From an optimization exercise on the open Yosys and OpenROAD flow, aimed at a short achievable clock period and few clock cycles; shortcuts taken in it are not production practice. In this exercise RTL edits were held to simulation tests only and were not proved equivalent to the original. Power figures rest on the tool's default switching activity, not on a simulated workload.

==> flow/design.v <==
package mc_pkg;
  localparam logic [2:0] ALU_AND = 3'd0;
  localparam logic [2:0] ALU_OR  = 3'd1;
  localparam logic [2:0] ALU_ADD = 3'd2;
  localparam logic [2:0] ALU_SUB = 3'd6;
  localparam logic [2:0] ALU_SLT = 3'd7;
  localparam logic [1:0] SRCB_REG  = 2'd0;
  localparam logic [1:0] SRCB_INC  = 2'd1;
  localparam logic [1:0] SRCB_IMM  = 2'd2;
  localparam logic [1:0] SRCB_IMM2 = 2'd3;
  localparam int OP_MSB = 31, OP_LSB = 26;
  localparam int RS_MSB = 25, RS_LSB = 21;
  localparam int RT_MSB = 20, RT_LSB = 16;
  localparam int RD_MSB = 15, RD_LSB = 11;
  localparam int IMM_MSB = 15, IMM_LSB = 0;
  localparam int FN_MSB = 5, FN_LSB = 0;
  localparam logic [5:0] OP_RTYPE = 6'h00;
  localparam logic [5:0] OP_LW    = 6'h23;
  localparam logic [5:0] OP_SW    = 6'h2B;
  localparam logic [5:0] OP_BEQ   = 6'h04;
  localparam logic [5:0] FN_ADD = 6'h20;
  localparam logic [5:0] FN_SUB = 6'h22;
  localparam logic [5:0] FN_AND = 6'h24;
  localparam logic [5:0] FN_OR  = 6'h25;
  localparam logic [5:0] FN_SLT = 6'h2A;
  typedef struct packed {
    logic [5:0]  op;
    logic [4:0]  rs;
    logic [4:0]  rt;
    logic [4:0]  rd;
    logic [15:0] imm;
    logic [5:0]  funct;
  } fields_t;
  function automatic fields_t decode_fields(input logic [31:0] ir);
    fields_t f;
    f.op    = ir[OP_MSB:OP_LSB];
    f.rs    = ir[RS_MSB:RS_LSB];
    f.rt    = ir[RT_MSB:RT_LSB];
    f.rd    = ir[RD_MSB:RD_LSB];
    f.imm   = ir[IMM_MSB:IMM_LSB];
    f.funct = ir[FN_MSB:FN_LSB];
    decode_fields = f;
  endfunction
endpackage
module mc_regfile #(
  parameter int W     = 32,
  parameter int NREGS = 32
) (
  input  logic         clk,
  input  logic         rst,
  input  logic [4:0]   ra1_i,
  input  logic [4:0]   ra2_i,
  input  logic [4:0]   dbg_ra_i,
  input  logic [4:0]   wa_i,
  input  logic         we_i,
  input  logic [W-1:0] wd_i,
  output logic [W-1:0] rd1_o,
  output logic [W-1:0] rd2_o,
  output logic [W-1:0] dbg_rd_o
);
  logic [W-1:0] regs_q [NREGS];
  always_ff @(posedge clk) begin
    if (rst) begin
      for (int i = 0; i < NREGS; i++) regs_q[i] <= {W{1'b0}};
    end else if (we_i && (wa_i != 5'd0)) begin
      regs_q[wa_i] <= wd_i;
    end
  end
  assign rd1_o    = (ra1_i    == 5'd0) ? {W{1'b0}} : regs_q[ra1_i];
  assign rd2_o    = (ra2_i    == 5'd0) ? {W{1'b0}} : regs_q[ra2_i];
  assign dbg_rd_o = (dbg_ra_i == 5'd0) ? {W{1'b0}} : regs_q[dbg_ra_i];
endmodule
module mc_datapath
#(
  parameter int           W        = 32,
  parameter logic [W-1:0] RESET_PC = {W{1'b0}},
  parameter logic [W-1:0] PC_INC   = W'(32'd4),
  parameter int           NREGS    = 32
) (
  input  logic         clk,
  input  logic         rst,
  input  logic         PCEn,
  input  logic         IorD,
  input  logic         Memwrite,
  input  logic         IRWrite,
  input  logic         RegDst,
  input  logic         MemtoReg,
  input  logic         RegWrite,
  input  logic         ALUsrcA,
  input  logic         PCsrc,
  input  logic [1:0]   ALUsrcB,
  input  logic [2:0]   ALUControl,
  output logic [5:0]   opcode,
  output logic [5:0]   funct,
  output logic         zero,
  output logic [W-1:0] mem_addr,
  output logic [W-1:0] mem_wdata,
  output logic         mem_we,
  input  logic [W-1:0] mem_rdata,
  input  logic [4:0]   dbg_raddr,
  output logic [W-1:0] dbg_rdata,
  output logic [W-1:0] dbg_pc
);
  logic [W-1:0] pc_q, pc_d, ir_q, ir_d, mdr_q, mdr_d;
  logic [W-1:0] a_q, a_d, b_q, b_d, aluout_q, aluout_d;
  logic [W-1:0] imm_ext_s, src_a_s, src_b_s, alu_s;
  logic [W-1:0] rf_rd1_s, rf_rd2_s, rf_wd_s;
  logic [4:0]   rf_wa_s;
  mc_pkg::fields_t      f_s;
  assign f_s       = mc_pkg::decode_fields(ir_q[31:0]);
  assign imm_ext_s = {{(W-16){f_s.imm[15]}}, f_s.imm};
  assign src_a_s   = ALUsrcA ? a_q : pc_q;
  always_comb begin
    src_b_s = b_q;
    case (ALUsrcB)
      mc_pkg::SRCB_REG:  src_b_s = b_q;
      mc_pkg::SRCB_INC:  src_b_s = PC_INC;
      mc_pkg::SRCB_IMM:  src_b_s = imm_ext_s;
      mc_pkg::SRCB_IMM2: src_b_s = {imm_ext_s[W-3:0], 2'b00};
      default:   src_b_s = b_q;
    endcase
  end
  always_comb begin
    alu_s = {W{1'b0}};
    case (ALUControl)
      mc_pkg::ALU_ADD: alu_s = src_a_s + src_b_s;
      mc_pkg::ALU_SUB: alu_s = src_a_s - src_b_s;
      mc_pkg::ALU_AND: alu_s = src_a_s & src_b_s;
      mc_pkg::ALU_OR:  alu_s = src_a_s | src_b_s;
      mc_pkg::ALU_SLT: alu_s = {{(W-1){1'b0}}, ($signed(src_a_s) < $signed(src_b_s))};
      default: alu_s = {W{1'b0}};
    endcase
  end
  assign rf_wa_s = RegDst   ? f_s.rd : f_s.rt;
  assign rf_wd_s = MemtoReg ? mdr_q  : aluout_q;
  mc_regfile #(.W(W), .NREGS(NREGS)) u_regfile (
    .clk      (clk),
    .rst      (rst),
    .ra1_i    (f_s.rs),
    .ra2_i    (f_s.rt),
    .dbg_ra_i (dbg_raddr),
    .wa_i     (rf_wa_s),
    .we_i     (RegWrite),
    .wd_i     (rf_wd_s),
    .rd1_o    (rf_rd1_s),
    .rd2_o    (rf_rd2_s),
    .dbg_rd_o (dbg_rdata)
  );
  always_comb begin
    pc_d     = pc_q;
    ir_d     = ir_q;
    mdr_d    = mem_rdata;
    a_d      = rf_rd1_s;
    b_d      = rf_rd2_s;
    aluout_d = alu_s;
    if (PCEn) pc_d = PCsrc ? aluout_q : alu_s;
    else      pc_d = pc_q;
    if (IRWrite) ir_d = mem_rdata;
    else         ir_d = ir_q;
  end
  always_ff @(posedge clk) begin
    if (rst) begin
      pc_q     <= RESET_PC;
      ir_q     <= {W{1'b0}};
      mdr_q    <= {W{1'b0}};
      a_q      <= {W{1'b0}};
      b_q      <= {W{1'b0}};
      aluout_q <= {W{1'b0}};
    end else begin
      pc_q     <= pc_d;
      ir_q     <= ir_d;
      mdr_q    <= mdr_d;
      a_q      <= a_d;
      b_q      <= b_d;
      aluout_q <= aluout_d;
    end
  end
  assign zero      = (alu_s == {W{1'b0}});
  assign opcode    = f_s.op;
  assign funct     = f_s.funct;
  assign mem_addr  = IorD ? aluout_q : pc_q;
  assign mem_wdata = b_q;
  assign mem_we    = Memwrite;
  assign dbg_pc    = pc_q;
endmodule
module mc_controller
(
  input  logic       clk,
  input  logic       rst,
  input  logic [5:0] opcode,
  input  logic [5:0] funct,
  input  logic       zero,
  output logic       PCEn,
  output logic       IorD,
  output logic       Memwrite,
  output logic       IRWrite,
  output logic       RegDst,
  output logic       MemtoReg,
  output logic       RegWrite,
  output logic       ALUsrcA,
  output logic       PCsrc,
  output logic [1:0] ALUsrcB,
  output logic [2:0] ALUControl
);
  typedef enum logic [3:0] {
    S_FETCH  = 4'd0,
    S_DECODE = 4'd1,
    S_MEMADR = 4'd2,
    S_MEMRD  = 4'd3,
    S_MEMWB  = 4'd4,
    S_MEMWR  = 4'd5,
    S_EXEC   = 4'd6,
    S_ALUWB  = 4'd7,
    S_BEQ    = 4'd8
  } state_t;
  state_t state_q, state_d;
  logic [2:0] rtype_aluc;
  always_comb begin
    case (funct)
      mc_pkg::FN_ADD:  rtype_aluc = mc_pkg::ALU_ADD;
      mc_pkg::FN_SUB:  rtype_aluc = mc_pkg::ALU_SUB;
      mc_pkg::FN_AND:  rtype_aluc = mc_pkg::ALU_AND;
      mc_pkg::FN_OR:   rtype_aluc = mc_pkg::ALU_OR;
      mc_pkg::FN_SLT:  rtype_aluc = mc_pkg::ALU_SLT;
      default: rtype_aluc = 3'd3;
    endcase
  end
  always_comb begin
    state_d = state_q;
    case (state_q)
      S_FETCH:  state_d = S_DECODE;
      S_DECODE: begin
        case (opcode)
          mc_pkg::OP_LW, mc_pkg::OP_SW: state_d = S_MEMADR;
          mc_pkg::OP_RTYPE:     state_d = S_EXEC;
          mc_pkg::OP_BEQ:       state_d = S_BEQ;
          default:      state_d = S_FETCH;
        endcase
      end
      S_MEMADR: state_d = (opcode == mc_pkg::OP_LW) ? S_MEMRD : S_MEMWR;
      S_MEMRD:  state_d = S_MEMWB;
      S_EXEC:   state_d = S_ALUWB;
      default:  state_d = S_FETCH;
    endcase
  end
  logic pc_write, branch;
  always_comb begin
    pc_write   = 1'b0;
    branch     = 1'b0;
    IorD       = 1'b0;
    Memwrite   = 1'b0;
    IRWrite    = 1'b0;
    RegDst     = 1'b0;
    MemtoReg   = 1'b0;
    RegWrite   = 1'b0;
    ALUsrcA    = 1'b0;
    PCsrc      = 1'b0;
    ALUsrcB    = mc_pkg::SRCB_REG;
    ALUControl = mc_pkg::ALU_ADD;
    case (state_q)
      S_FETCH: begin
        IRWrite = 1'b1; ALUsrcB = mc_pkg::SRCB_INC; pc_write = 1'b1;
      end
      S_DECODE: begin
        ALUsrcB = mc_pkg::SRCB_IMM2;
      end
      S_MEMADR: begin
        ALUsrcA = 1'b1; ALUsrcB = mc_pkg::SRCB_IMM;
      end
      S_MEMRD: begin
        IorD = 1'b1;
      end
      S_MEMWB: begin
        MemtoReg = 1'b1; RegWrite = 1'b1;
      end
      S_MEMWR: begin
        IorD = 1'b1; Memwrite = 1'b1;
      end
      S_EXEC: begin
        ALUsrcA = 1'b1; ALUControl = rtype_aluc;
      end
      S_ALUWB: begin
        RegDst = 1'b1; RegWrite = 1'b1;
      end
      S_BEQ: begin
        ALUsrcA = 1'b1; ALUControl = mc_pkg::ALU_SUB; PCsrc = 1'b1; branch = 1'b1;
      end
      default: ;
    endcase
  end
  assign PCEn = pc_write | (branch & zero);
  always_ff @(posedge clk) begin
    if (rst) state_q <= S_FETCH;
    else     state_q <= state_d;
  end
endmodule
module mips_mc (
  input  logic        clk,
  input  logic        rst,
  output logic [31:0] mem_addr,
  output logic [31:0] mem_wdata,
  output logic        mem_we,
  input  logic [31:0] mem_rdata,
  input  logic [4:0]  dbg_raddr,
  output logic [31:0] dbg_rdata
);
  logic       PCEn, IorD, Memwrite, IRWrite, RegDst, MemtoReg, RegWrite, ALUsrcA, PCsrc;
  logic [1:0] ALUsrcB;
  logic [2:0] ALUControl;
  logic [5:0] opcode, funct;
  logic       zero;
  logic [31:0] dbg_pc;
  mc_controller u_ctrl (
    .clk(clk), .rst(rst), .opcode(opcode), .funct(funct), .zero(zero),
    .PCEn(PCEn), .IorD(IorD), .Memwrite(Memwrite), .IRWrite(IRWrite), .RegDst(RegDst),
    .MemtoReg(MemtoReg), .RegWrite(RegWrite), .ALUsrcA(ALUsrcA), .PCsrc(PCsrc),
    .ALUsrcB(ALUsrcB), .ALUControl(ALUControl)
  );
  mc_datapath #(.W(32)) u_dp (
    .clk(clk), .rst(rst),
    .PCEn(PCEn), .IorD(IorD), .Memwrite(Memwrite), .IRWrite(IRWrite), .RegDst(RegDst),
    .MemtoReg(MemtoReg), .RegWrite(RegWrite), .ALUsrcA(ALUsrcA), .PCsrc(PCsrc),
    .ALUsrcB(ALUsrcB), .ALUControl(ALUControl),
    .opcode(opcode), .funct(funct), .zero(zero),
    .mem_addr(mem_addr), .mem_wdata(mem_wdata), .mem_we(mem_we), .mem_rdata(mem_rdata),
    .dbg_raddr(dbg_raddr), .dbg_rdata(dbg_rdata), .dbg_pc(dbg_pc)
  );
endmodule
==> flow/run.sh <==
#!/bin/bash
# synth_recipe.tcl (not shown) runs the flow's synth.tcl, then flattens the netlist and writes it again
# the make line also repeats each setting of config.mk as NAME=value (left out here)
make -C /OpenROAD-flow-scripts/flow DESIGN_CONFIG=/design/flow/config.mk WORK_HOME=/design/flow/orfs CLKGATE_MAP_FILE= SYNTH_SCRIPT=/design/flow/synth_recipe.tcl finish
==> flow/config.mk <==
export PLATFORM = sky130hd
export DESIGN_NAME = mips_mc
export DESIGN_NICKNAME = mips_mc
export VERILOG_FILES = /design/flow/design.v
export SDC_FILE = /design/flow/constraint.sdc
export NUM_CORES = 4
export LEC_CHECK = 0
export CAP_MARGIN = 20
export CORE_MARGIN = 2
export CORE_UTILIZATION = 40
export PLACE_DENSITY = 0.6
export SLEW_MARGIN = 20
==> flow/constraint.sdc <==
create_clock -name core_clock -period 9.0 [get_ports {clk}]
set_input_delay 1.8000 -clock core_clock [delete_from_list [all_inputs] [get_ports {clk}]]
set_output_delay 1.8000 -clock core_clock [all_outputs]
set_load 0.01 [all_outputs]
==> flow_summary_export.csv <==
group,metric,value,unit
critical_path,crit_top_cell,"a21oi_1",
yosys,synth.distinct_cells,88,
yosys,ys.flop_type,"edfxtp_1",
detailed_routing,drc,0,
place,hpwl,182000,µm
sta,fin_crit_sh,0.815,
critical_path,end_kind,"flip-flop",
detailed_routing,route.detailed.wl_per_inst,37.2,µm
detailed_routing,drtAntennaViolNets,0,
global_route,grt_max_degree,121,
global_route,grt_pass1_vias,53600,
sta,setup-violations-final,0,
yosys,synth_top_area_share,0.422,
yosys,yosysWarnings,3,
yosys,avgSynthCellArea,12.8,µm²
sta,hold_violations,0,
critical_path,critical_path.max_fanout,25,
critical_path,start_kind,"flip-flop",
clocking,cts_root_buf,"clkbuf_16",
floorplan,die_area,186000,µm²
finish,drive_above_1_share,0.253,
global_route,gr-total-overflow,0,
clocking,cts_made_buffers,142,
detailed_routing,num_vias,56000,
power_and_ir_drop,peakVddDrop,0.000149,V
finish,nNetsFinal,5755,
critical_path,reg2reg_depth,20,
floorplan,start_util,0.403,
critical_path,worstSetupPathType,"flip-flop to flip-flop",
status,status,"complete, no violations",
floorplan,fp.dieW,431,µm
global_route,antenna_found_initial,9,
finish,stdcell_area,82000,µm²
sta,slew_headroom,0.177,
power_and_ir_drop,p_per_area,219,nW/µm²
power_and_ir_drop,p_leak,27.2,nW
detailed_routing,dr.pass1.iters,8,
sta,skew,0.0474,ns
clocking,htreeDepth,4,
sta,tightest_slew,1.23,ns
place,io_buffers,135,
finish,area_delta_synth_final,12.6,%
clocking,cts_tree,"built",
detailed_routing,first_iter_violations,9487,
min_path,whs_path_depth,2,
global_route,grt.total_usage,0.320,
clocking,cts_setup_buffers,0,
clocking,clk_latency,0.82,ns
floorplan,dieHeight,431,µm
sta,rsz0062_at_grt,"no",
detailed_routing,vias_per_cell,6.93,
yosys,synth_area,72800,µm²
sta,fin_tns_setup,0,ns
place,dpl_cell_area,77200,µm²
critical_path,critPathMaxStageDelay,0.97,ns
yosys,synth_async_sr_flop_share,0,
yosys,synth_edf_count,1024,
yosys,synth_cells,5706,
min_path,hold_class,"flip-flop to flip-flop",
critical_path,arrival,8.06,ns
place,place_congestion,0.928,
run,maxCapViolations,0,
clocking,hold_buffers,0,
yosys,ys_ff_latch,1220,
floorplan,rows,156,
sta,maxSlewViolCount,0,
critical_path,crit_path_top_delay_cell,"and4b_1",
clocking,clock_path_buffers,3,
floorplan,ios,136,
yosys,yosys.area.top_type,"edfxtp_1",
critical_path,rrSetupSlack,1.66,ns
yosys,yosysSeqAreaShare,0.476,
floorplan,core_area,181000,µm²
yosys,ys_top_cells_by_area,"edfxtp_1 42%, mux4_2 25%, nor2_1 6.4%, dfxtp_1 5.4%, mux2i_1 3.2%",
sta,fmax,136,MHz
critical_path,critical_path_required,9.73,ns
finish,fillCellCount,16100,
clocking,post_cts_resized,0,
finish,regArea,34700,µm²
clocking,clkTransAtPathRegs,0.06,ns
finish,multi_input_area,36400,µm²
sta,fin_crit,7.34,ns
detailed_routing,wl,301000,µm
global_route,grt_pass1_wl,416000,µm
critical_path,path_cells,"or2_2 -> nor2_1 -> a22o_1 -> a22o_1 -> ha_1 -> inv_1 -> fa_1 -> nor2b_1 -> o221ai_2 -> a32oi_1 -> a21o_1 -> a21oi_1 -> a21oi_1 -> a221o_1 -> a21oi_1 -> nor3b_1 -> and4b_1 -> buf_4 -> o21ai_0 -> o21ai_0",
clocking,clock_sinks,1220,
[area by class of cell]
class	count	area share
Clock buffer	186	0.0474
Inverter	114	0.00525
Timing Repair Buffer	309	0.0375
Clock inverter	67	0.00673
Antenna cell	1	0.0000305
Sequential cell	1220	0.423
Tap cell	2370	0.0362
Multi-Input combinational cell	3819	0.444
[cells in the final DEF (no fill, tap or decap), drive strengths merged, types with 19 or more instances in the layout]
cell type / Yosys / layout
a221oi: 51 / 51
nor2: 1245 / 1245
edfxtp: 1024 / 1024
mux2i: 236 / 236
o22ai: 65 / 65
a22o: 31 / 31
conb: 1 / 32
nor3: 61 / 61
o21a: 20 / 20
buf: 112 / 178
a211o: 23 / 23
a21oi: 191 / 191
clkbuf: 472 / 188
o221ai: 45 / 45
dfxtp: 196 / 196
mux2: 108 / 108
mux4: 804 / 804
ha: 108 / 108
inv: 112 / 122
nor2b: 43 / 43
clkdlybuf4s50: 0 / 129
a211oi: 50 / 50
nand2: 304 / 304
o21ai: 105 / 105
nand3: 28 / 28
o211ai: 19 / 19
clkinv: 2 / 51
[logic make-up (layout without fill, tap and decap cells)]
kind of cell	Yosys count	count (layout)	share of synthesized area
xor+xnor	6	6	0.000721
fa+ha+maj	110	110	0.0191
compound gates	738	738	0.0697
simple gates	1785	1785	0.100
flops	1220	1220	0.476
buf+inv	698	676	0.0365
mux	1148	1148	0.298
other cells	1	33	0.0000515
[synthesized netlist by cell type, drive strengths merged, types with 6 or more instances]
| cell type | instances |
|---|---|
| mux2i | 236 |
| a221oi | 51 |
| a221o | 10 |
| or3 | 9 |
| mux2 | 108 |
| buf | 112 |
| ha | 108 |
| mux4 | 804 |
| o22ai | 65 |
| nand2b | 11 |
| a21oi | 191 |
| nor2b | 43 |
| a31oi | 15 |
| and3 | 6 |
| o21ai | 105 |
| nand3 | 28 |
| a2111oi | 7 |
| clkbuf | 472 |
| nor3 | 61 |
| a22o | 31 |
| and2 | 12 |
| a222oi | 14 |
| a211oi | 50 |
| a21o | 18 |
| o211ai | 19 |
| o31ai | 18 |
| o21a | 20 |
| nor4 | 18 |
| nand4 | 14 |
| o31a | 6 |
| inv | 112 |
| nand2 | 304 |
| edfxtp | 1024 |
| or2 | 6 |
| a211o | 23 |
| nor2 | 1245 |
| dfxtp | 196 |
| o221ai | 45 |
[per-stage QoR]
| step | util | setup WS [ns] | std cells | total power [mW] | hold WS [ns] |
|---|---|---|---|---|---|
| 2_1_floorplan | - | 3.00 | 5737 | 10.0 | 0.436 |
| 3_3_place_gp | 0.426 | 1.79 | 7818 | 12.0 | 0.452 |
| 3_5_place_dp | 0.427 | 1.80 | 7820 | 12.1 | 0.458 |
| 4_1_cts | 0.451 | 1.78 | 8073 | 17.7 | 0.467 |
| 5_1_grt | 0.453 | 1.23 | 8085 | 18.4 | 0.482 |
| 6_report | 0.453 | 1.66 | 8086 | 18.0 | 0.465 |
[worst max-delay path, delay by kind of cell (launching register included)]
family	cells	cell delay [ns]
buffers and inverters	2	0.35
adders and majority gates	2	0.66
DFF	1	0.44
AOI/OAI and AO/OA	11	2.77
and+or+nand+nor	5	3.03
[where the power goes]
| part | switching, mW | internal, mW |
|---|---|---|
| registers | 0.395 | 6.43 |
| clock network | 2.49 | 3.20 |
| logic | 3.41 | 2.03 |
[layer usage]
metal / vias up / wire, µm / track usage
met2: 4749 / 132000 / 0.477
met1: 28500 / 105000 / 0.412
li1: 21800 / - / -
met4: 10 / 19000 / 0.171
met5: - / 119 / 0.00286
met3: 914 / 44700 / 0.108
[final timing paths]
kind	start	endpoint
worst min-delay path	u_dp.pc_q[12]	u_dp.pc_q[12]
worst max register to register	u_ctrl.state_q[2]	u_dp.pc_q[6]
worst min register to register	u_dp.pc_q[12]	u_dp.pc_q[12]
worst max-delay path	u_ctrl.state_q[2]	u_dp.pc_q[6]
[registers in the layout, indices dropped and copies added (netlist names)]
| signal | flops |
|---|---|
| u_dp.u_regfile.regs_q | 1024 |
| u_dp.a_q | 32 |
| u_dp.aluout_q | 32 |
| u_dp.b_q | 32 |
| u_dp.ir_q | 32 |
| u_dp.mdr_q | 32 |
| u_dp.pc_q | 32 |
| u_ctrl.state_q | 4 |
Testbench counts, summed over its fixed seeds: cycles 72,262.

-- afterwards: timing with drivers on the ports --
Ports are ideal in the flow. The routed layout listed here was re-timed in OpenROAD. Step 1 assumes that a clkbuf_16 drives the clock port and a buf_2 every other input. Step 2 also shifts input and output timing later by t, the mid clock arrival at the registers, as if the neighbouring blocks saw the same clock. Three values: ideal ports, drivers, drivers and shift; two values: the first two.
shift t [ns]: 0.876
setup slack, ns: 1.664 / 1.664 / 1.664
clock arrival spread, ns: 0.048 / 0.048
worst register clock-pin slew, ns: 0.07 / 0.07
pins driven straight from the clock port: 1
After both steps this run still meets setup and hold. For this run, drivers alone change the setup slack by 0.000 ns; drivers and shift together by 0.000 ns.
